Context: an optimization exercise on an open-source flow, tuned for small area and a short achievable clock period. The choices shown serve that exercise and are no tape-out recipe.
Where RTL was checked, it was by simulation tests only, not by an equivalence proof against the original.
For runs 1 to 3, only the layout was checked, not whether the RTL still works.
Power is estimated from default activity; no workload was simulated.

[flow/config.mk]
export PLATFORM = sky130hd
export DESIGN_NAME = icache_assoc_prefetch
export DESIGN_NICKNAME = icache_assoc_prefetch
export VERILOG_FILES = /design/flow/design.v
export SDC_FILE = /design/flow/constraint.sdc
export NUM_CORES = 4
export LEC_CHECK = 0
export CAP_MARGIN = 30
export CORE_MARGIN = 2
export CORE_UTILIZATION = 65
export CTS_BUF_LIST = sky130_fd_sc_hd__clkbuf_8
export CTS_CLUSTER_DIAMETER = 60
export CTS_CLUSTER_SIZE = 16
export SETUP_SLACK_MARGIN = 5
export SLEW_MARGIN = 40
[flow/constraint.sdc]
create_clock -name core_clock -period 12.5 [get_ports {clock}]
set_input_delay 2.5000 -clock core_clock [delete_from_list [all_inputs] [get_ports {clock}]]
set_output_delay 2.5000 -clock core_clock [all_outputs]
set_load 0.01 [all_outputs]
[flow/design.v]
module icache_assoc_prefetch #(
    parameter int NUM_SETS       = 16,
    parameter int NUM_WAYS       = 2,
    parameter int PREFETCH_DEPTH = 4,
    parameter int NUM_MSHR       = 4
) (
    input  logic        clock,
    input  logic        reset,
    input  logic        squash,
    input  logic [3:0]  Imem2proc_response,
    input  logic [63:0] Imem2proc_data,
    input  logic [3:0]  Imem2proc_tag,
    input  logic [31:0] proc2Icache_addr,
    input  logic        early_branch_valid,
    input  logic [12:0] early_branch_target,
    output logic [1:0]  proc2Imem_command,
    output logic [31:0] proc2Imem_addr,
    output logic [63:0] Icache_data_out,
    output logic        Icache_valid_out
);
    logic [15:0]  st_x, st_y;
    logic [8:0]   tag0_q [16];
    logic [8:0]   tag1_q [16];
    logic [63:0]  data0_q [16];
    logic [63:0]  data1_q [16];
    logic [3:0]   mv_q;
    logic [12:0]  mba_q  [4];
    logic [3:0]   mtag_q [4];
    logic [12:0]  last_ba_q;
    logic [12:0]  ba;
    logic [3:0]   idx;
    logic [8:0]   tg;
    logic [15:0]  v0, v1;
    logic [15:0]  dec;
    assign ba  = proc2Icache_addr[15:3];
    assign idx = ba[3:0];
    assign tg  = ba[12:4];
    assign v1  = st_x;
    assign v0  = st_x | st_y;
    always_comb
        for (int s = 0; s < 16; s++) dec[s] = (idx == 4'(s));
    logic [8:0]  rt0, rt1;
    logic        rv0, rv1;
    logic [63:0] rd0, rd1;
    logic        hw0, hw1, dem_hit;
    always_comb begin
        rt0 = '0; rt1 = '0; rv0 = 1'b0; rv1 = 1'b0; rd0 = '0; rd1 = '0;
        for (int s = 0; s < 16; s++) begin
            rt0 = rt0 | ({9{dec[s]}} & tag0_q[s]);
            rt1 = rt1 | ({9{dec[s]}} & tag1_q[s]);
            rv0 = rv0 | (dec[s] & v0[s]);
            rv1 = rv1 | (dec[s] & v1[s]);
            rd0 = rd0 | ({64{dec[s]}} & data0_q[s]);
            rd1 = rd1 | ({64{dec[s]}} & data1_q[s]);
        end
    end
    assign hw0     = rv0 && (rt0 == tg);
    assign hw1     = rv1 && (rt1 == tg);
    assign dem_hit = hw0 | hw1;
    logic        ebv;
    logic [8:0]  pt, pt1;
    logic [15:0] hp;
    logic [2:0]  hp1;
    logic [15:0] dci [4];
    logic [3:0]  pres, inm;
    assign ebv = early_branch_valid;
    assign pt  = ebv ? early_branch_target[12:4] : tg;
    assign pt1 = ebv ? early_branch_target[12:4] + 9'd1 : tg + 9'd1;
    always_comb begin
        for (int s = 0; s < 16; s++)
            hp[s]  = (v0[s] && tag0_q[s] == pt)  || (v1[s] && tag1_q[s] == pt);
        for (int s = 0; s < 3; s++)
            hp1[s] = (v0[s] && tag0_q[s] == pt1) || (v1[s] && tag1_q[s] == pt1);
    end
    logic [15:0] edec;
    logic [3:0]  eidx;
    assign eidx = early_branch_target[3:0];
    always_comb begin
        for (int s = 0; s < 16; s++) edec[s] = (eidx == 4'(s));
        for (int k = 1; k < 4; k++)
            for (int s = 0; s < 16; s++)
                dci[k][s] = ebv ? edec[(s - k + 17) % 16] : dec[(s - k + 16) % 16];
        dci[0] = dec;
    end
    always_comb begin
        pres = '0;
        for (int k = 1; k < 4; k++)
            for (int s = 0; s < 16; s++)
                if (s < 3) begin
                    if (dci[k][s] && (( ebv && s < k - 1) || (!ebv && s < k)) && hp1[s]) pres[k] = 1'b1;
                    if (dci[k][s] && !(( ebv && s < k - 1) || (!ebv && s < k)) && hp[s]) pres[k] = 1'b1;
                end else begin
                    if (dci[k][s] && hp[s]) pres[k] = 1'b1;
                end
    end
    always_comb begin
        inm = '0;
        for (int m = 0; m < 4; m++) begin
            if (mv_q[m] && mba_q[m] == ba) inm[0] = 1'b1;
            for (int k = 1; k < 4; k++)
                if (mv_q[m] &&
                    (ebv ? mba_q[m][3:0] - 4'(k - 1) : mba_q[m][3:0] - 4'(k)) == (ebv ? eidx : idx) &&
                    mba_q[m][12:4] == (((ebv && mba_q[m][3:0] < 4'(k - 1)) ||
                                        (!ebv && mba_q[m][3:0] < 4'(k))) ? pt1 : pt))
                    inm[k] = 1'b1;
        end
    end
    logic [3:0]  cov;
    logic [12:0] c1, c2, c3;
    assign cov[0] = dem_hit | inm[0];
    assign cov[1] = pres[1] | inm[1];
    assign cov[2] = pres[2] | inm[2];
    assign cov[3] = pres[3] | inm[3];
    assign c1 = ebv ? early_branch_target           : last_ba_q + 13'd1;
    assign c2 = ebv ? early_branch_target + 13'd1   : last_ba_q + 13'd2;
    assign c3 = ebv ? early_branch_target + 13'd2   : last_ba_q + 13'd3;
    logic [12:0] sel_ba;
    always_comb begin
        if (!cov[0])      sel_ba = ba;
        else if (!cov[1]) sel_ba = c1;
        else if (!cov[2]) sel_ba = c2;
        else              sel_ba = c3;
    end
    logic       free_found;
    logic [3:0] free_oh;
    assign free_found = ~&mv_q;
    assign free_oh[0] = ~mv_q[0];
    assign free_oh[1] = mv_q[0] & ~mv_q[1];
    assign free_oh[2] = &mv_q[1:0] & ~mv_q[2];
    assign free_oh[3] = &mv_q[2:0] & ~mv_q[3];
    logic issue, alloc;
    assign issue = ~&cov && free_found && (ba == last_ba_q);
    assign alloc = issue && (Imem2proc_response != 4'd0);
    assign proc2Imem_command = {1'b0, issue};
    assign proc2Imem_addr    = {16'b0, sel_ba, 3'b0};
    assign Icache_valid_out  = dem_hit;
    assign Icache_data_out   = {hw0 ? rd0[63:32] : rd1[63:32], hw1 ? rd1[31:0] : rd0[31:0]};
    logic [3:0]  fh;
    logic [15:0] fset;
    logic [8:0]  fill_tag;
    always_comb begin
        fset = '0;
        fill_tag = '0;
        for (int m = 0; m < 4; m++) begin
            fh[m] = mv_q[m] && (mtag_q[m] == Imem2proc_tag);
            fill_tag = fill_tag | ({9{fh[m]}} & mba_q[m][12:4]);
            for (int s = 0; s < 16; s++)
                if (fh[m] && mba_q[m][3:0] == 4'(s)) fset[s] = 1'b1;
        end
    end
    logic [15:0] we0, we1;
    assign we1 = fset & st_y;
    assign we0 = fset & ~st_y;
    always_ff @(posedge clock or posedge reset) begin
        if (reset) begin
            st_x      <= '0;
            st_y      <= '0;
            mv_q      <= '0;
            last_ba_q <= '1;
        end else begin
            last_ba_q <= squash ? 13'h1fff : ba;
            for (int s = 0; s < 16; s++) begin
                if (fset[s]) begin
                    st_x[s] <= st_x[s] | st_y[s];
                    st_y[s] <= ~st_y[s];
                end else if (dec[s] && dem_hit) begin
                    st_y[s] <= ~hw1;
                end
            end
            for (int m = 0; m < 4; m++)
                mv_q[m] <= (mv_q[m] & ~fh[m]) | (alloc & free_oh[m]);
        end
    end
    always_ff @(posedge clock) begin
        for (int m = 0; m < 4; m++)
            if (alloc && free_oh[m]) begin
                mba_q[m]  <= sel_ba;
                mtag_q[m] <= Imem2proc_response;
            end
        for (int s = 0; s < 16; s++) begin
            if (we0[s]) begin
                tag0_q[s]  <= fill_tag;
                data0_q[s] <= Imem2proc_data;
            end
            if (we1[s]) begin
                tag1_q[s]  <= fill_tag;
                data1_q[s] <= Imem2proc_data;
            end
        end
    end
endmodule
[flow/run.sh]
#!/bin/bash
# synth_recipe.tcl (not shown) runs the flow's synth.tcl, then flattens the netlist and writes it again
# the make line also repeats each setting of config.mk as NAME=value (left out here)
make -C /OpenROAD-flow-scripts/flow DESIGN_CONFIG=/design/flow/config.mk WORK_HOME=/design/flow/orfs CLKGATE_MAP_FILE= SYNTH_SCRIPT=/design/flow/synth_recipe.tcl finish
==> flow_summary_export.csv, run 1 <==
group,metric,value,unit
global_routing,first_global_vias,67900,
run,drv_cap,0,
pwr,clock_power_share,27.7,%
final_layout,final_cell_mix,"edfxtp_1 (2404), a22oi_1 (721), xnor2_1 (403), buf_4 (318), nand3_1 (254)",
synth,synth_mux_area_share,0.914,%
final_layout,fillers,8915,
sta,slew_violations,0,
placement,io_buffers,180,
pwr,ir_drop,126,uV
placement,place_congestion,1.07,
global_routing,grt_antenna_before_repair,35,
clock_network,htreeDepth,4,
route,vias,72800,
global_routing,grtUsageTotal,47.2,%
critical_path,crit_fanout,11,
sta,grt_setup_unrepaired,"yes",
route,finalWirelength,386000,um
sta,timing.fmax,0.111,GHz
sta,hold_viol,0,
synth,synth_compound_area_share,12.2,%
synth,synth_simple_gate_area_share,7.21,%
floorplan,die_area,161000,um^2
sta,max_slew_margin,35.1,%
route,post-route-drc-count,0,
clock_network,cts_sinks,2453,
clock_network,cts_buffers,180,
pwr,internal_power,0.0110,W
floorplan,die_h,401,um
critical_path,crit_slowest_cell,"xnor2_4",
synth,avgSynthCellArea,15.4,um^2
floorplan,core,156000,um^2
clock_network,holdBufCountCts,0,
sta,clock_skew,0.0648,ns
synth,synth_edf_count,2404,
critical_path,crit_path_start_kind,"input pin",
floorplan,boundaryPins,220,
global_routing,grt_overflow,0,
synth,ys_types,122,
synth,synth_xor_area_share,5.27,%
synth,synth_top_family_by_area,"compound AO/OA/AOI/OAI gates",
pwr,combPwrFrac,10.1,%
global_routing,grt_first_pass_wirelength,525000,um
floorplan,rows,145,
final_layout,multi_input_area,31200,um^2
synth,synthArstFlopShare,2.00,%
floorplan,die_w,401,um
pwr,seqPwrFrac,62.2,%
synth,syn_inst,6667,
synth,synth_sequential_area_ratio,71.7,%
clock_network,insertion_delay,1.01,ns
synth,ys_warn_count,8,
floorplan,start_util,65.5,%
sta,fin_crit_sh,72.0,%
final_layout,area_delta_synth_final,17.1,%
route,routedWlPerCell,41.3,um
final_layout,final_nets,7377,
critical_path,cp-end-kind,"output port",
final_layout,seq_area,73400,um^2
outcome,status,"no timing/DRC/antenna violations",
pwr,switchingPower,0.00351,W
clock_network,clockBufferDepth,3,
sta,holdWs,0.540,ns
route,drt-initial-drc-count,13600,
clock_network,clock-root-buffer,"clkbuf_8",
critical_path,critPathArrivalTime,6.49,ns
synth,synth_fa_ha_area_share,0.513,%
critical_path,path_common_cell,"buf_6",
final_layout,drive_above_1_share,22.3,%
synth,synth_area,102000,um^2
sta,tightest_slew,0.972,ns
route,vias_per_cell,7.79,
sta,finalCriticalPeriod,8.99,ns
synth,ys_ff_latch,2453,
synth,yosys_most_used_dff,"edfxtp_1",
sta,tns,0,ns
route,drt_first_pass_iters,12,
clock_network,clk_pin_slew,0.10,ns
final_layout,final_common_cell,"edfxtp_1",
sta,finalSetupViolCount,0,
critical_path,cpPeakStageDelay,0.57,ns
critical_path,required,10.00,ns
critical_path,critical_path_class,"in -> out",
clock_network,cts_tree,"yes",
pwr,p_leak,38.5,nW
pwr,switching_share,24.2,%
route,ant_nets,0,
critical_path,cp_cell_sequence,"buf_6 -> buf_12 -> mux2i_4 -> buf_12 -> buf_12 -> buf_16 -> xnor2_4 -> nor4_1 -> nand4_1 -> nand4_1 -> nor4_2 -> buf_4 -> nand4_2 -> buf_6 -> nor2_4 -> buf_6 -> buf_6 -> mux2i_4 -> buf_6 -> nand2_2 -> xor2_2 -> o21ai_4 -> buf_6",
hold_path,min_path_type,"reg -> reg",
global_routing,grt_max_degree,75,
pwr,p_per_area,121,nW/um^2
placement,dp_hpwl,196000,um
critical_path,critical_path.top_delay_family,"buffers and inverters",
critical_path,crit_buf_inv,11,
==> synthesized netlist by cell type, drive strengths merged (15+ instances only) <==
master	instances	share of area, %
a32oi	27	0.23
a21oi	158	0.78
or3	15	0.092
nand3	261	1.3
a22oi	728	5.4
and3	34	0.21
nor2	248	0.92
mux2i	35	0.42
a22o	191	1.6
edfxtp	2404	70
xnor2	478	4.2
o211ai	15	0.11
or2	36	0.22
nor3	113	0.56
o22ai	43	0.26
nor4	114	0.71
a31oi	15	0.092
nand4	198	1.2
xor2	101	0.87
ha	42	0.51
dfrtp	36	0.88
a221oi	205	1.8
buf	191	1.1
a222oi	18	0.18
clkbuf	252	0.92
o21ai	94	0.46
o2111ai	17	0.15
nor2b	30	0.18
inv	45	0.16
a211oi	26	0.20
mux2	33	0.36
and2	37	0.23
nand3b	15	0.11
nand2	174	0.64
==> power by group through the flow <==
| stage | clock, W | combinational [W] | sequential (W) |
|---|---|---|---|
| CTS | 0.00398 | 0.00132 | 0.00903 |
| global placement | 0 | 0.00103 | 0.00921 |
| detailed placement | 0 | 0.00105 | 0.00921 |
| finish | 0.00401 | 0.00146 | 0.00902 |
| floorplan | 0 | 0.000587 | 0.00920 |
| global route | 0.00426 | 0.00149 | 0.00903 |
==> logic make-up (layout without fill, tap and decap cells) <==
| kind of cell | after synthesis | count (layout) |
|---|---|---|
| flops | 2453 | 2453 |
| compound gates | 1649 | 1649 |
| simple gates | 1369 | 1370 |
| xor+xnor | 590 | 590 |
| buf+inv | 489 | 1072 |
| mux | 74 | 74 |
| fa+ha+maj | 42 | 42 |
| other cells | 1 | 37 |
==> path summary, 6_finish.rpt <==
| check | from | to | slack, ns | cells past startpoint |
|---|---|---|---|---|
| min in group asynchronous | reset | mv_q[2] | 2.06 | 3 |
| max in group asynchronous | reset | st_x[1] | 9.91 | 3 |
| setup reg to reg | mtag_q[1][1] | data1_q[4][6] | 7.26 | 9 |
| hold / removal | st_x[12] | st_x[12] | 0.54 | 1 |
| hold reg to reg | st_x[12] | st_x[12] | 0.54 | 1 |
| setup / recovery | proc2Icache_addr[13] | proc2Imem_addr[15] | 3.51 | 23 |
==> registers in the layout, summed over array words and instances, names as in the netlist <==
register / count
data0_q: 1024
data1_q: 1024
last_ba_q: 13
mba_q: 52
mtag_q: 16
mv_q: 4
st_x: 16
st_y: 16
tag0_q: 144
tag1_q: 144
==> what timing repair did <==
item / CTS / global route
cloned: 58 / 3
setup endpoints to repair: 105 / 79
buffers inserted: 234 / 104
pin swaps: 131 / 91
gates resized for setup: 1184 / 170
==> cell type report <==
| type | count | share of cell area (%) |
|---|---|---|
| antenna | 17 | 0.0355 |
| clock buffer | 182 | 2.09 |
| clock inverter | 56 | 0.458 |
| inverter | 46 | 0.163 |
| multi-input combinational | 3745 | 26.0 |
| sequential | 2453 | 61.2 |
| tap | 2058 | 2.15 |
| timing repair buffer | 788 | 7.91 |
==> metal layers <==
layer | vias up | routed length (um) | global-route usage [%]
met5 | - | 759 | 2.05
met4 | 36 | 29900 | 28.6
met3 | 1654 | 64900 | 16.4
met2 | 7414 | 166000 | 68.0
met1 | 35800 | 125000 | 62.0
li1 | 27900 | - | -
==> stage by stage <==
step                instance area [um^2]  power (W)  util [%]  cells  worst slack [ns]
global route                      120000     0.0148      76.7   9342              3.50
global placement                  107000     0.0102      68.4   8669              1.69
detailed placement                108000     0.0103      68.8   8685              1.70
floorplan                         103000    0.00979         -   6686              3.78
CTS                               118000     0.0143      75.5   9215              3.82
finish                            120000     0.0145      76.7   9345              3.51
==> run 2, diff against run 1 <==
--- a/flow/design.v
+++ b/flow/design.v
@@ -111,9 +111,9 @@
     assign cov[1] = pres[1] | inm[1];
     assign cov[2] = pres[2] | inm[2];
     assign cov[3] = pres[3] | inm[3];
-    assign c1 = ebv ? early_branch_target           : last_ba_q + 13'd1;
-    assign c2 = ebv ? early_branch_target + 13'd1   : last_ba_q + 13'd2;
-    assign c3 = ebv ? early_branch_target + 13'd2   : last_ba_q + 13'd3;
+    assign c1 = ebv ? early_branch_target           : ba + 13'd1;
+    assign c2 = ebv ? early_branch_target + 13'd1   : ba + 13'd2;
+    assign c3 = ebv ? early_branch_target + 13'd2   : ba + 13'd3;
     logic [12:0] sel_ba;
     always_comb begin
         if (!cov[0])      sel_ba = ba;
@@ -134,7 +134,14 @@
     assign proc2Imem_command = {1'b0, issue};
     assign proc2Imem_addr    = {16'b0, sel_ba, 3'b0};
     assign Icache_valid_out  = dem_hit;
-    assign Icache_data_out   = {hw0 ? rd0[63:32] : rd1[63:32], hw1 ? rd1[31:0] : rd0[31:0]};
+    logic [3:0] wsel;
+    assign wsel[0] = hw1;
+    assign wsel[1] = ~hw0;
+    assign wsel[2] = hw1 | ~rv0;
+    assign wsel[3] = ~hw0 & rv1;
+    always_comb
+        for (int q = 0; q < 4; q++)
+            Icache_data_out[q*16 +: 16] = wsel[q] ? rd1[q*16 +: 16] : rd0[q*16 +: 16];
     logic [3:0]  fh;
     logic [15:0] fset;
     logic [8:0]  fill_tag;
==> flow_summary_export.csv, run 2 <==
group,metric,value,unit
synth,synth_sequential_area_ratio,72.7,%
route,vias_per_cell,7.60,
critical_path,crit_path_start_kind,"input pin",
pwr,p_per_area,124,nW/um^2
critical_path,rr_endpoint,"mba_q[1][11]",
sta,finalCriticalPeriod,9.03,ns
synth,synth_common_cells,"edfxtp_1 (2404), a22oi_1 (701), xnor2_1 (418), clkbuf_1 (267), nand3_1 (248)",
floorplan,boundaryPins,220,
clock_network,cts_tree,"yes",
critical_path,critical_path.endpoint,"proc2Imem_addr[13]",
floorplan,core,154000,um^2
sta,hold_viol,0,
clock_network,clk_pin_slew,0.10,ns
final_layout,fillers,9056,
synth,synth_top_cell_area_share,71.5,%
sta,tns,0,ns
global_routing,grtUsageTotal,44.5,%
route,drt-initial-drc-count,13300,
synth,yosys_most_used_dff,"edfxtp_1",
route,vias,69100,
synth,syn_inst,6493,
pwr,p_leak,37.6,nW
clock_network,clockBufferDepth,3,
floorplan,die_h,398,um
route,post-route-drc-count,0,
final_layout,area_delta_synth_final,15.6,%
floorplan,rows,144,
final_layout,reg_top3,"data0_q: 1024 flops, data1_q: 1024 flops",
pwr,power,0.0144,W
placement,dp_hpwl,178000,um
global_routing,grt_max_degree,95,
clock_network,clock-root-buffer,"clkbuf_8",
sta,max_slew_margin,37.6,%
floorplan,die_w,398,um
clock_network,insertion_delay,1.01,ns
synth,avgSynthCellArea,15.5,um^2
final_layout,final_cell_mix,"edfxtp_1 (2404), a22oi_1 (699), xnor2_1 (375), buf_4 (287), nand3_1 (242)",
sta,slew_violations,0,
final_layout,drive_above_1_share,20.6,%
critical_path,required,10.00,ns
outcome,status,"no timing/DRC/antenna violations",
final_layout,final_common_cell,"edfxtp_1",
critical_path,critical_path_class,"in -> out",
global_routing,first_global_vias,64700,
hold_path,worstHoldStart,"st_y[11]",
synth,synthArstFlopShare,2.00,%
clock_network,cts_buffers,181,
run,drv_cap,0,
synth,synth.area.top_cells,"edfxtp_1 (72%), a22oi_1 (5.2%), xnor2_1 (3.6%), a221oi_1 (1.7%), a22o_1 (1.7%)",
global_routing,grt_antenna_before_repair,19,
critical_path,reg2reg_depth,22,
sta,clock_skew,0.0789,ns
synth,synth_top_area_cell,"edfxtp_1",
sta,fin_crit_sh,72.2,%
hold_path,min_path_type,"reg -> reg",
synth,ys_types,99,
critical_path,cp-end-kind,"output port",
sta,finalSetupViolCount,0,
global_routing,grt_overflow,0,
critical_path,critPathArrivalTime,6.53,ns
clock_network,cts_sinks,2453,
floorplan,die_area,158000,um^2
sta,grt_setup_unrepaired,"yes",
floorplan,start_util,65.4,%
pwr,ir_drop,147,uV
sta,timing.fmax,0.111,GHz
route,drt_first_pass_iters,12,
critical_path,r2r_slack,7.20,ns
synth,ys_warn_count,8,
critical_path,startpoint,"early_branch_target[0]",
placement,place_congestion,1.01,
synth,synth_most_common_cell,"edfxtp_1",
route,routedWlPerCell,39.0,um
global_routing,grt_first_pass_wirelength,489000,um
sta,tightest_slew,0.936,ns
synth,synth_area,101000,um^2
final_layout,final_nets,7161,
critical_path,crit_fanout,8,
route,finalWirelength,355000,um
synth,synth_edf_count,2404,
synth,ys_ff_latch,2453,
critical_path,r2r_start,"mba_q[3][2]",
placement,io_buffers,180,
clock_network,htreeDepth,4,
route,ant_nets,0,
run 2: repair_timing:
item,4_1_cts,5_1_grt
cloned,34,3
gates resized for setup,811,151
hold buffers,0,0
setup buffers,271,61
pin swaps,98,39
endpoints found under the setup margin,143,79
run 2: layout make-up:
| type | instances | area [um^2] | area share, % |
|---|---|---|---|
| clock buffer | 183 | 2520 | 2.16 |
| inverter | 40 | 170 | 0.146 |
| antenna | 10 | 25.0 | 0.0214 |
| sequential | 2453 | 73400 | 62.9 |
| clock inverter | 48 | 556 | 0.476 |
| tap | 2044 | 2560 | 2.19 |
| multi-input combinational | 3564 | 28600 | 24.6 |
| timing repair buffer | 755 | 8770 | 7.51 |
run 2: worst min-delay path by stage:
stage                     to  slack [ns]  cells past startpoint
finish              st_y[11]        0.59                      1
global route        st_x[14]        0.58                      1
CTS                 st_x[10]        0.58                      1
detailed placement  st_x[10]        0.55                      1
global placement    st_x[10]        0.53                      1
floorplan           st_y[15]        0.48                      1
run 2: where the power goes:
group          switching, W  leakage [nW]  internal [W]  total, W
sequential        0.0000150          22.5       0.00901   0.00903
combinational      0.000852          13.5      0.000529   0.00138
clock               0.00255          1.62       0.00147   0.00402
run 2: cells by family after synthesis:
| kind of cell | count (synthesis) | synth area share (%) |
|---|---|---|
| xor gates and xnor gates | 598 | 5.32 |
| muxes | 59 | 0.781 |
| AOI/OAI and AO/OA | 1648 | 12.3 |
| adders and majority gates | 45 | 0.558 |
| and+or+nand+nor | 1190 | 6.14 |
| DFF | 2453 | 72.7 |
| buffers and inverters | 499 | 2.14 |
| other | 1 | 0.00372 |
run 2: through the flow:
step                      utilization [%]  hold slack, ns  instance area (um^2)  std cells  setup slack, ns
after floorplan                         -           0.475                103000       6512             3.66
after global routing                 75.6           0.584                117000       9094             3.48
after CTS                            75.0           0.577                116000       9017             3.69
after global placement               69.1           0.532                107000       8463             1.52
after detailed placement             69.5           0.551                107000       8481             1.48
final                                75.6           0.586                117000       9097             3.47
run 2: routing by layer:
layer  wire, um  GRT usage, %  vias to the layer above  share of wire [%]
li1           -             -                    27000                  -
met1     121000          61.7                    34400                 34
met2     157000          65.9                     6519                 44
met3      56600          12.6                     1194                 16
met4      20700          21.0                       14                5.8
met5         78             0                        -              0.022
run 2: critical path, cell delays in order:
cell and delay (ns):
clkdlybuf4s18_2 0.39, inv_1 0.25, ha_1 0.26, nand2_1 0.23, nor2_1 0.10, a21oi_2 0.28
o22ai_1 0.18, nor4_2 0.49, o2111ai_2 0.23, nor3_4 0.28, buf_12 0.19, mux2_4 0.33
nor3b_2 0.18, xor2_1 0.10, a211o_4 0.37, buf_6 0.13
==> run 3, diff against run 2 <==
--- a/flow/design.v
+++ b/flow/design.v
@@ -58,19 +58,18 @@
     assign hw1     = rv1 && (rt1 == tg);
     assign dem_hit = hw0 | hw1;
     logic        ebv;
-    logic [8:0]  pt, pt1;
+    logic [8:0]  pt;
     logic [15:0] hp;
     logic [2:0]  hp1;
     logic [15:0] dci [4];
     logic [3:0]  pres, inm;
     assign ebv = early_branch_valid;
     assign pt  = ebv ? early_branch_target[12:4] : tg;
-    assign pt1 = ebv ? early_branch_target[12:4] + 9'd1 : tg + 9'd1;
     always_comb begin
         for (int s = 0; s < 16; s++)
             hp[s]  = (v0[s] && tag0_q[s] == pt)  || (v1[s] && tag1_q[s] == pt);
         for (int s = 0; s < 3; s++)
-            hp1[s] = (v0[s] && tag0_q[s] == pt1) || (v1[s] && tag1_q[s] == pt1);
+            hp1[s] = (v0[s] && tag0_q[s] - 9'd1 == pt) || (v1[s] && tag1_q[s] - 9'd1 == pt);
     end
     logic [15:0] edec;
     logic [3:0]  eidx;
@@ -100,8 +99,8 @@
             for (int k = 1; k < 4; k++)
                 if (mv_q[m] &&
                     (ebv ? mba_q[m][3:0] - 4'(k - 1) : mba_q[m][3:0] - 4'(k)) == (ebv ? eidx : idx) &&
-                    mba_q[m][12:4] == (((ebv && mba_q[m][3:0] < 4'(k - 1)) ||
-                                        (!ebv && mba_q[m][3:0] < 4'(k))) ? pt1 : pt))
+                    (((ebv && mba_q[m][3:0] < 4'(k - 1)) ||
+                      (!ebv && mba_q[m][3:0] < 4'(k))) ? mba_q[m][12:4] - 9'd1 : mba_q[m][12:4]) == pt)
                     inm[k] = 1'b1;
         end
     end
@@ -134,14 +133,7 @@
     assign proc2Imem_command = {1'b0, issue};
     assign proc2Imem_addr    = {16'b0, sel_ba, 3'b0};
     assign Icache_valid_out  = dem_hit;
-    logic [3:0] wsel;
-    assign wsel[0] = hw1;
-    assign wsel[1] = ~hw0;
-    assign wsel[2] = hw1 | ~rv0;
-    assign wsel[3] = ~hw0 & rv1;
-    always_comb
-        for (int q = 0; q < 4; q++)
-            Icache_data_out[q*16 +: 16] = wsel[q] ? rd1[q*16 +: 16] : rd0[q*16 +: 16];
+    assign Icache_data_out   = {hw0 ? rd0[63:32] : rd1[63:32], hw1 ? rd1[31:0] : rd0[31:0]};
     logic [3:0]  fh;
     logic [15:0] fset;
     logic [8:0]  fill_tag;
--- a/flow/config.mk
+++ b/flow/config.mk
@@ -5,11 +5,11 @@
 export SDC_FILE = /design/flow/constraint.sdc
 export NUM_CORES = 4
 export LEC_CHECK = 0
-export CAP_MARGIN = 30
+export CAP_MARGIN = 20
 export CORE_MARGIN = 2
 export CORE_UTILIZATION = 65
 export CTS_BUF_LIST = sky130_fd_sc_hd__clkbuf_8
 export CTS_CLUSTER_DIAMETER = 60
 export CTS_CLUSTER_SIZE = 16
 export SETUP_SLACK_MARGIN = 5
-export SLEW_MARGIN = 40
+export SLEW_MARGIN = 20
==> flow_summary_export.csv, run 3 <==
group,metric,value,unit
synth,yosys_most_used_dff,"edfxtp_1",
sta,clock_skew,0.0626,ns
sta,slew_violations,0,
global_routing,grt_first_pass_wirelength,508000,um
floorplan,boundaryPins,220,
final_layout,final_nets,7223,
clock_network,cts_sinks,2453,
critical_path,critical_path_class,"in -> out",
sta,finalCriticalPeriod,9.16,ns
critical_path,crit_fanout,7,
pwr,p_leak,37.2,nW
synth,syn_inst,6649,
clock_network,clk_pin_slew,0.08,ns
pwr,clock_power_share,28.4,%
final_layout,finalNonFillerCells,9192,
pwr,switching_share,23.9,%
synth,synthArstFlopShare,2.00,%
pwr,switchingPower,0.00343,W
route,finalWirelength,369000,um
clock_network,insertion_delay,1.02,ns
route,drt_first_pass_iters,8,
critical_path,crit_slowest_cell,"a222oi_1",
critical_path,cp-end-kind,"output port",
synth,avgSynthCellArea,15.4,um^2
sta,timing.fmax,0.109,GHz
global_routing,first_global_vias,66400,
synth,synth_area,102000,um^2
pwr,combPwrFrac,8.9,%
synth,ys_types,95,
final_layout,seq_area,73400,um^2
hold_path,min_path_type,"reg -> reg",
pwr,p_per_area,123,nW/um^2
critical_path,critical_path.top_delay_family,"compound AO/OA/AOI/OAI gates",
clock_network,cts_buffers,185,
clock_network,cts_tree,"yes",
clock_network,clock-root-buffer,"clkbuf_8",
synth,synth_top_cell_area_share,70.7,%
critical_path,path_common_cell,"buf_12",
final_layout,drive_above_1_share,18.5,%
critical_path,cp_cell_sequence,"buf_12 -> inv_8 -> ha_4 -> buf_12 -> a222oi_1 -> mux4_2 -> a21boi_4 -> xnor2_2 -> nor4_4 -> buf_6 -> and3b_2 -> buf_12 -> buf_4 -> clkinv_8 -> mux2i_4 -> buf_6",
global_routing,grt_antenna_before_repair,32,
synth,synth_common_cells,"edfxtp_1 (2404), a22oi_1 (722), xnor2_1 (450), clkbuf_1 (308), nand3_1 (234)",
final_layout,area_delta_synth_final,14.7,%
final_layout,final_common_cell,"edfxtp_1",
sta,finalSetupViolCount,0,
clock_network,htreeDepth,4,
route,drt-initial-drc-count,13300,
global_routing,grt_overflow,0,
route,vias_per_cell,7.68,
sta,max_slew_margin,9.22,%
pwr,ir_drop,134,uV
sta,tightest_slew,1.36,ns
final_layout,reg_top3,"data0_q: 1024 flops, data1_q: 1024 flops",
route,routedWlPerCell,40.2,um
synth,synth_sequential_area_ratio,71.9,%
outcome,status,"no timing/DRC/antenna violations",
synth,synth_most_common_cell,"edfxtp_1",
final_layout,final_cell_mix,"edfxtp_1 (2404), a22oi_1 (720), xnor2_1 (409), buf_4 (250), nand3_1 (230)",
run,drv_cap,0,
floorplan,start_util,65.4,%
clock_network,holdBufCountCts,0,
pwr,internal_power,0.0110,W
critical_path,crit_buf_inv,8,
floorplan,rows,145,
pwr,seqPwrFrac,62.7,%
critical_path,cpPeakStageDelay,1.14,ns
sta,hold_viol,0,
global_routing,grt_max_degree,128,
placement,place_inst,8588,
final_layout,fillers,9390,
floorplan,die_area,160000,um^2
floorplan,die_w,400,um
sta,tns,0,ns
sta,fin_crit_sh,73.3,%
synth,ys_warn_count,8,
synth,synth.area.top_cells,"edfxtp_1 (71%), a22oi_1 (5.3%), xnor2_1 (3.9%), a22o_1 (1.8%), a221oi_1 (1.7%)",
critical_path,crit_path_start_kind,"input pin",
floorplan,core,156000,um^2
sta,grt_setup_unrepaired,"yes",
global_routing,grtUsageTotal,45.4,%
route,ant_nets,0,
placement,io_buffers,180,
final_layout,multi_input_area,29800,um^2
synth,synth_edf_count,2404,
synth,synth_top_area_cell,"edfxtp_1",
placement,dp_hpwl,180000,um
route,post-route-drc-count,0,
synth,ys_ff_latch,2453,
placement,place_congestion,0.991,
clock_network,clockBufferDepth,3,
route,vias,70600,
critical_path,required,10.00,ns
critical_path,critPathArrivalTime,6.66,ns
floorplan,die_h,400,um
## run 3: cell types whose count changed in the layout (fill, tap and decap cells not counted), moves of 16 or more
cell | before | now
clkdlybuf4s50_1 | 12 | 72
a222oi_1 | 54 | 34
a22oi_1 | 699 | 720
buf_6 | 150 | 105
and2_4 | 13 | 30
buf_4 | 287 | 250
xor2_1 | 165 | 131
and3_1 | 14 | 34
nor3_1 | 26 | 62
buf_2 | 103 | 44
xnor2_1 | 375 | 409
inv_1 | 46 | 62
## run 3: cells by family after synthesis
group	share of synthesized area, %
AO/OA/AOI/OAI	12.4
buffers and inverters	2.31
XOR/XNOR	5.26
flip-flops	71.9
adder cells (fa/ha/maj)	0.649
multiplexers	0.939
AND/OR/NAND/NOR	6.54
other	0.00367
## run 3: metal layers
metal / vias to the layer above / share of wire [%] / GRT usage, %
met1: 35000 / 33 / 61.1
li1: 27500 / - / -
met5: - / 0.075 / 0
met4: 20 / 7.5 / 27.0
met3: 1516 / 16 / 12.7
met2: 6580 / 44 / 67.0
## run 3: worst paths after layout
path	start	endpoint	slack, ns	depth (start not counted)
setup / recovery	proc2Icache_addr[4]	proc2Imem_addr[5]	3.34	16
hold / removal	st_x[11]	st_x[11]	0.59	1
setup reg to reg	mba_q[3][4]	mba_q[0][0]	6.69	18
hold reg to reg	st_x[11]	st_x[11]	0.59	1
max in group asynchronous	reset	st_y[0]	9.83	3
min in group asynchronous	reset	mv_q[0]	2.07	3
## run 3: power by group through the flow
stage          clock (W)  sequential [W]  combinational, W
5_1_grt          0.00435         0.00903           0.00130
3_5_place_dp           0         0.00922          0.000996
2_1_floorplan          0         0.00920          0.000565
6_report         0.00409         0.00903           0.00127
3_3_place_gp           0         0.00921          0.000983
4_1_cts          0.00406         0.00903           0.00120
## run 3: timing repair
action	in CTS	in global routing
endpoints found under the setup margin	147	79
pin swaps	149	53
gates resized for setup	919	114
gates cloned	58	1
buffers inserted	224	47
## run 3: final cells by class
cell class	instances	share of cell area (%)
sequential	2453	62.7
multi-input combinational	3698	25.4
timing repair buffer	657	6.78
tap	2058	2.20
clock buffer	187	2.20
clock inverter	60	0.487
inverter	54	0.202
antenna	25	0.0534
## run 3: metrics by stage
step | area, um^2 | util (%) | worst slack [ns] | total power [W] | hold slack (ns)
after floorplan | 103000 | - | 4.45 | 0.00977 | 0.478
after global routing | 117000 | 75.0 | 3.43 | 0.0147 | 0.605
final | 117000 | 75.0 | 3.34 | 0.0144 | 0.595
after global placement | 107000 | 68.5 | 1.51 | 0.0102 | 0.560
after detailed placement | 107000 | 68.5 | 1.53 | 0.0102 | 0.562
after CTS | 116000 | 74.4 | 3.78 | 0.0143 | 0.582
==> run 4, diff against run 3 <==
--- a/flow/design.v
+++ b/flow/design.v
@@ -58,18 +58,19 @@
     assign hw1     = rv1 && (rt1 == tg);
     assign dem_hit = hw0 | hw1;
     logic        ebv;
-    logic [8:0]  pt;
+    logic [8:0]  pt, pt1;
     logic [15:0] hp;
     logic [2:0]  hp1;
     logic [15:0] dci [4];
     logic [3:0]  pres, inm;
     assign ebv = early_branch_valid;
     assign pt  = ebv ? early_branch_target[12:4] : tg;
+    assign pt1 = ebv ? early_branch_target[12:4] + 9'd1 : tg + 9'd1;
     always_comb begin
         for (int s = 0; s < 16; s++)
             hp[s]  = (v0[s] && tag0_q[s] == pt)  || (v1[s] && tag1_q[s] == pt);
         for (int s = 0; s < 3; s++)
-            hp1[s] = (v0[s] && tag0_q[s] - 9'd1 == pt) || (v1[s] && tag1_q[s] - 9'd1 == pt);
+            hp1[s] = (v0[s] && tag0_q[s] == pt1) || (v1[s] && tag1_q[s] == pt1);
     end
     logic [15:0] edec;
     logic [3:0]  eidx;
@@ -99,8 +100,8 @@
             for (int k = 1; k < 4; k++)
                 if (mv_q[m] &&
                     (ebv ? mba_q[m][3:0] - 4'(k - 1) : mba_q[m][3:0] - 4'(k)) == (ebv ? eidx : idx) &&
-                    (((ebv && mba_q[m][3:0] < 4'(k - 1)) ||
-                      (!ebv && mba_q[m][3:0] < 4'(k))) ? mba_q[m][12:4] - 9'd1 : mba_q[m][12:4]) == pt)
+                    mba_q[m][12:4] == (((ebv && mba_q[m][3:0] < 4'(k - 1)) ||
+                                        (!ebv && mba_q[m][3:0] < 4'(k))) ? pt1 : pt))
                     inm[k] = 1'b1;
         end
     end
==> flow/flow/run.sh (new file) <==
#!/bin/bash
# Standard ORFS layout with two placement tweaks:
#  - port buffers are plain buffers instead of the delay cells buffer_ports picks
#  - delay cells are kept out of placement and timing repair
# Synthesis runs first with the standard flow's configuration unchanged.
set -euo pipefail
cd "$(dirname "$0")/.."
bash standard.sh synth > flow_synth.log 2>&1
cat >> config.mk <<'EOF'
export DONT_USE_CELLS = sky130_fd_sc_hd__clkdlybuf4s15_1 sky130_fd_sc_hd__clkdlybuf4s15_2 sky130_fd_sc_hd__clkdlybuf4s18_1 sky130_fd_sc_hd__clkdlybuf4s18_2 sky130_fd_sc_hd__clkdlybuf4s25_1 sky130_fd_sc_hd__clkdlybuf4s25_2 sky130_fd_sc_hd__clkdlybuf4s50_1 sky130_fd_sc_hd__clkdlybuf4s50_2 sky130_fd_sc_hd__dlygate4sd1_1 sky130_fd_sc_hd__dlygate4sd2_1 sky130_fd_sc_hd__dlygate4sd3_1 sky130_fd_sc_hd__dlymetal6s2s_1 sky130_fd_sc_hd__dlymetal6s4s_1 sky130_fd_sc_hd__dlymetal6s6s_1
export BUFFER_PORTS_ARGS = -buffer_cell sky130_fd_sc_hd__buf_4
EOF
bash standard.sh finish > flow_finish.log 2>&1
==> flow/standard.sh (new file) <==
#!/bin/bash
# synth_recipe.tcl (not shown) runs the flow's synth.tcl, then flattens the netlist and writes it again
# the make line also repeats each setting of config.mk as NAME=value (left out here)
make -C /OpenROAD-flow-scripts/flow DESIGN_CONFIG=/design/flow/config.mk WORK_HOME=/design/flow/orfs CLKGATE_MAP_FILE= SYNTH_SCRIPT=/design/flow/synth_recipe.tcl "${@:-finish}"
--- a/flow/config.mk
+++ b/flow/config.mk
@@ -5,11 +5,13 @@
 export SDC_FILE = /design/flow/constraint.sdc
 export NUM_CORES = 4
 export LEC_CHECK = 0
-export CAP_MARGIN = 20
+export CAP_MARGIN = 30
 export CORE_MARGIN = 2
 export CORE_UTILIZATION = 65
 export CTS_BUF_LIST = sky130_fd_sc_hd__clkbuf_8
 export CTS_CLUSTER_DIAMETER = 60
 export CTS_CLUSTER_SIZE = 16
 export SETUP_SLACK_MARGIN = 5
-export SLEW_MARGIN = 20
+export SLEW_MARGIN = 40
+export DONT_USE_CELLS = sky130_fd_sc_hd__clkdlybuf4s15_1 sky130_fd_sc_hd__clkdlybuf4s15_2 sky130_fd_sc_hd__clkdlybuf4s18_1 sky130_fd_sc_hd__clkdlybuf4s18_2 sky130_fd_sc_hd__clkdlybuf4s25_1 sky130_fd_sc_hd__clkdlybuf4s25_2 sky130_fd_sc_hd__clkdlybuf4s50_1 sky130_fd_sc_hd__clkdlybuf4s50_2 sky130_fd_sc_hd__dlygate4sd1_1 sky130_fd_sc_hd__dlygate4sd2_1 sky130_fd_sc_hd__dlygate4sd3_1 sky130_fd_sc_hd__dlymetal6s2s_1 sky130_fd_sc_hd__dlymetal6s4s_1 sky130_fd_sc_hd__dlymetal6s6s_1
+export BUFFER_PORTS_ARGS = -buffer_cell sky130_fd_sc_hd__buf_4
removed: flow/run.sh
==> flow_summary_export.csv, run 4 <==
group,metric,value,unit
sta,timing.fmax,0.108,GHz
final_layout,area_delta_synth_final,14.0,%
placement,io_buffers,180,
run,drv_cap,0,
placement,dp_hpwl,193000,um
synth,synthArstFlopShare,2.00,%
outcome,status,"no timing/DRC/antenna violations",
clock_network,cts_sinks,2453,
floorplan,rows,144,
sta,max_slew_margin,34.2,%
route,finalWirelength,365000,um
critical_path,critPathArrivalTime,10.11,ns
critical_path,rr_endpoint,"mba_q[2][0]",
floorplan,die_area,159000,um^2
global_routing,grt_max_degree,77,
clock_network,cts_tree,"yes",
synth,ys_types,94,
route,routedWlPerCell,39.8,um
floorplan,die_h,399,um
floorplan,die_w,399,um
final_layout,fillers,9185,
pwr,p_leak,36.7,nW
synth,ys_warn_count,8,
sta,tightest_slew,0.985,ns
sta,finalSetupViolCount,0,
synth,synth_top_cell_area_share,71.2,%
route,vias_per_cell,7.60,
clock_network,clockBufferDepth,3,
critical_path,path_common_cell,"buf_1",
hold_path,min_path_type,"reg -> reg",
synth,ys_ff_latch,2453,
placement,postPlaceCellArea,107000,um^2
pwr,ir_drop,140,uV
sta,clock_skew,0.0536,ns
pwr,power,0.0144,W
synth,synth_common_cells,"edfxtp_1 (2404), a22oi_1 (742), xnor2_1 (442), nand3_1 (305), clkbuf_1 (297)",
sta,grt_setup_unrepaired,"yes",
route,post-route-drc-count,0,
global_routing,grt_first_pass_wirelength,500000,um
global_routing,grtUsageTotal,45.5,%
critical_path,crit_slowest_cell,"a222oi_1",
clock_network,holdBufCountCts,0,
critical_path,r2r_slack,4.36,ns
synth,synth_most_common_cell,"edfxtp_1",
floorplan,core,155000,um^2
critical_path,critical_path_class,"in -> reg",
critical_path,r2r_start,"mba_q[1][1]",
critical_path,reg2reg_depth,56,
synth,avgSynthCellArea,15.4,um^2
final_layout,final_cell_mix,"edfxtp_1 (2404), a22oi_1 (734), xnor2_1 (421), nand3_1 (301), a221oi_1 (204)",
sta,slew_violations,0,
critical_path,startpoint,"proc2Icache_addr[4]",
global_routing,grt_antenna_before_repair,33,
floorplan,start_util,65.6,%
global_routing,first_global_vias,65700,
sta,tns,0,ns
clock_network,cts_buffers,183,
floorplan,boundaryPins,220,
final_layout,final_common_cell,"edfxtp_1",
route,ant_nets,0,
pwr,p_per_area,124,nW/um^2
final_layout,final_nets,7215,
clock_network,insertion_delay,0.99,ns
clock_network,clock-root-buffer,"clkbuf_8",
synth,synth_area,101000,um^2
synth,synth_top_area_cell,"edfxtp_1",
final_layout,finalNonFillerCells,9167,
critical_path,cp-end-kind,"flop",
clock_network,htreeDepth,4,
critical_path,crit_fanout,7,
final_layout,seq_area,73400,um^2
placement,place_congestion,1.01,
final_layout,final_area,116000,um^2
sta,hold_viol,0,
route,vias,69700,
final_layout,reg_top3,"data0_q: 1024 flops, data1_q: 1024 flops",
critical_path,cpPeakStageDelay,0.65,ns
global_routing,grt_overflow,0,
synth,synth_edf_count,2404,
synth,yosys_most_used_dff,"edfxtp_1",
synth,synth_sequential_area_ratio,72.4,%
final_layout,drive_above_1_share,17.8,%
critical_path,crit_path_start_kind,"input pin",
clock_network,clk_pin_slew,0.09,ns
route,drt-initial-drc-count,12400,
sta,fin_crit_sh,74.4,%
critical_path,critical_path.endpoint,"mba_q[2][0]",
synth,syn_inst,6586,
placement,place_inst,8548,
sta,finalCriticalPeriod,9.30,ns
synth,synth.area.top_cells,"edfxtp_1 (71%), a22oi_1 (5.5%), xnor2_1 (3.8%), a221oi_1 (1.8%), a22o_1 (1.7%)",
critical_path,required,13.31,ns
final_layout,multi_input_area,29200,um^2
route,drt_first_pass_iters,9,
-- run 4: cell count changes in the layout (fill, tap and decap cells not counted), sizes merged, moves of 16 or more --
cell,before,now
buf,549,682
clkdlybuf4s50,72,0
nand3,235,305
nor2,199,170
xor2,137,161
a22oi,722,743
clkbuf,187,206
nand2,194,176
o22ai,21,39
a222oi,34,17
and2,60,44
-- run 4: stage by stage --
stage	hold WS, ns	utilization [%]	setup WS [ns]
floorplan	0.473	-	3.69
global placement	0.549	68.7	1.98
detailed placement	0.560	69.3	1.90
CTS	0.583	73.8	3.63
global route	0.617	74.8	3.16
finish	0.616	74.8	3.20
-- run 4: cell type report --
| cell class | count | share of cell area (%) |
|---|---|---|
| diodes | 17 | 0.0368 |
| clock buffers | 184 | 2.19 |
| clock inverters | 58 | 0.485 |
| inverters | 42 | 0.173 |
| multi-input cells | 3651 | 25.3 |
| flip-flops and latches | 2453 | 63.5 |
| well taps | 2044 | 2.21 |
| repair buffers | 718 | 6.12 |
-- run 4: worst min-delay path by stage --
stage / startpoint / endpoint / slack (ns) / cells after the start
after global routing: st_x[8] / st_x[8] / 0.62 / 1
after detailed placement: st_x[8] / st_x[8] / 0.56 / 1
final: st_x[3] / st_x[3] / 0.62 / 1
after floorplan: st_x[15] / st_x[15] / 0.47 / 1
after CTS: st_x[8] / st_x[8] / 0.58 / 1
after global placement: st_x[8] / st_x[8] / 0.55 / 1
-- run 4: critical path, delay by kind of cell --
| kind | cells | cell delay, ns |
|---|---|---|
| adder cells (fa/ha/maj) | 1 | 0.23 |
| AND/OR/NAND/NOR | 4 | 1.12 |
| buffers and inverters | 47 | 4.84 |
| XOR/XNOR | 1 | 0.17 |
| multiplexers | 1 | 0.39 |
| AO/OA/AOI/OAI | 2 | 0.79 |
-- run 4: cells by family after synthesis --
kind of cell    after synthesis  synth area share [%]
compound gates             1689                  12.5
xor+xnor                    618                  5.54
fa+ha+maj                    45                 0.555
buf+inv                     511                  2.10
flops                      2453                  72.4
mux                          47                 0.527
other cells                   1               0.00370
simple gates               1222                  6.34
-- run 4: per-layer routing --
metal  part of all wire, %  GRT usage (%)  routed length, um  vias up
met5                 0.050              0                183        -
met4                   7.0           26.4              25500       22
met3                    15           12.8              55800     1367
met2                    44           68.0             162000     6541
met1                    33           60.5             121000    34400
li1                      -              -                  -    27400
-- run 4: what timing repair did --
| item | CTS | global route |
|---|---|---|
| endpoints found under the setup margin | 147 | 83 |
| gates cloned | 33 | 4 |
| pin swaps | 67 | 67 |
| buffers inserted | 256 | 63 |
| resized for setup | 376 | 219 |
-- run 4: report_power, final --
| group | switching [W] | leakage (nW) | internal, W |
|---|---|---|---|
| clock network | 0.00260 | 1.64 | 0.00143 |
| registers | 0.0000178 | 22.4 | 0.00900 |
| logic | 0.000838 | 12.7 | 0.000462 |

## re-timing with driven ports
How much do the figures lean on ideal ports? The routed layouts below were timed once more, with nothing changed but the port constraints. Step 1 (the two cells are an assumption about what drives the block):
set clk [get_ports {clock}]
set_driving_cell -lib_cell sky130_fd_sc_hd__clkbuf_16 $clk
set_driving_cell -lib_cell sky130_fd_sc_hd__buf_2 [delete_from_list [all_inputs] $clk]
Step 2 adds t to the input delays and takes it off the output delays; t is the mean of the earliest and latest rising clock arrival at the registers after step 1. Input paths then give back, and output paths get back, about the clock's delay inside the block. a / b / c = ideal ports / drivers / drivers and shift; a / b = the first two.
| run | t, ns | slack for setup (ns) | hold WS [ns] |
|---|---|---|---|
| run 1 | 1.063 | 3.505 / 3.276 / 3.276 | 0.540 / 0.540 / 0.540 |
| run 2 | 1.048 | 3.474 / 3.261 / 3.261 | 0.586 / 0.586 / 0.586 |
| run 3 | 1.066 | 3.340 / 3.232 / 3.232 | 0.595 / 0.595 / 0.595 |
| run 4 | 1.050 | 3.202 / 3.192 / 2.142 | 0.616 / 0.616 / 0.616 |
After both steps setup and hold are still met in every run listed. For run 4, which loses most, drivers alone change the setup slack by -0.010 ns; drivers and shift together by -1.060 ns.
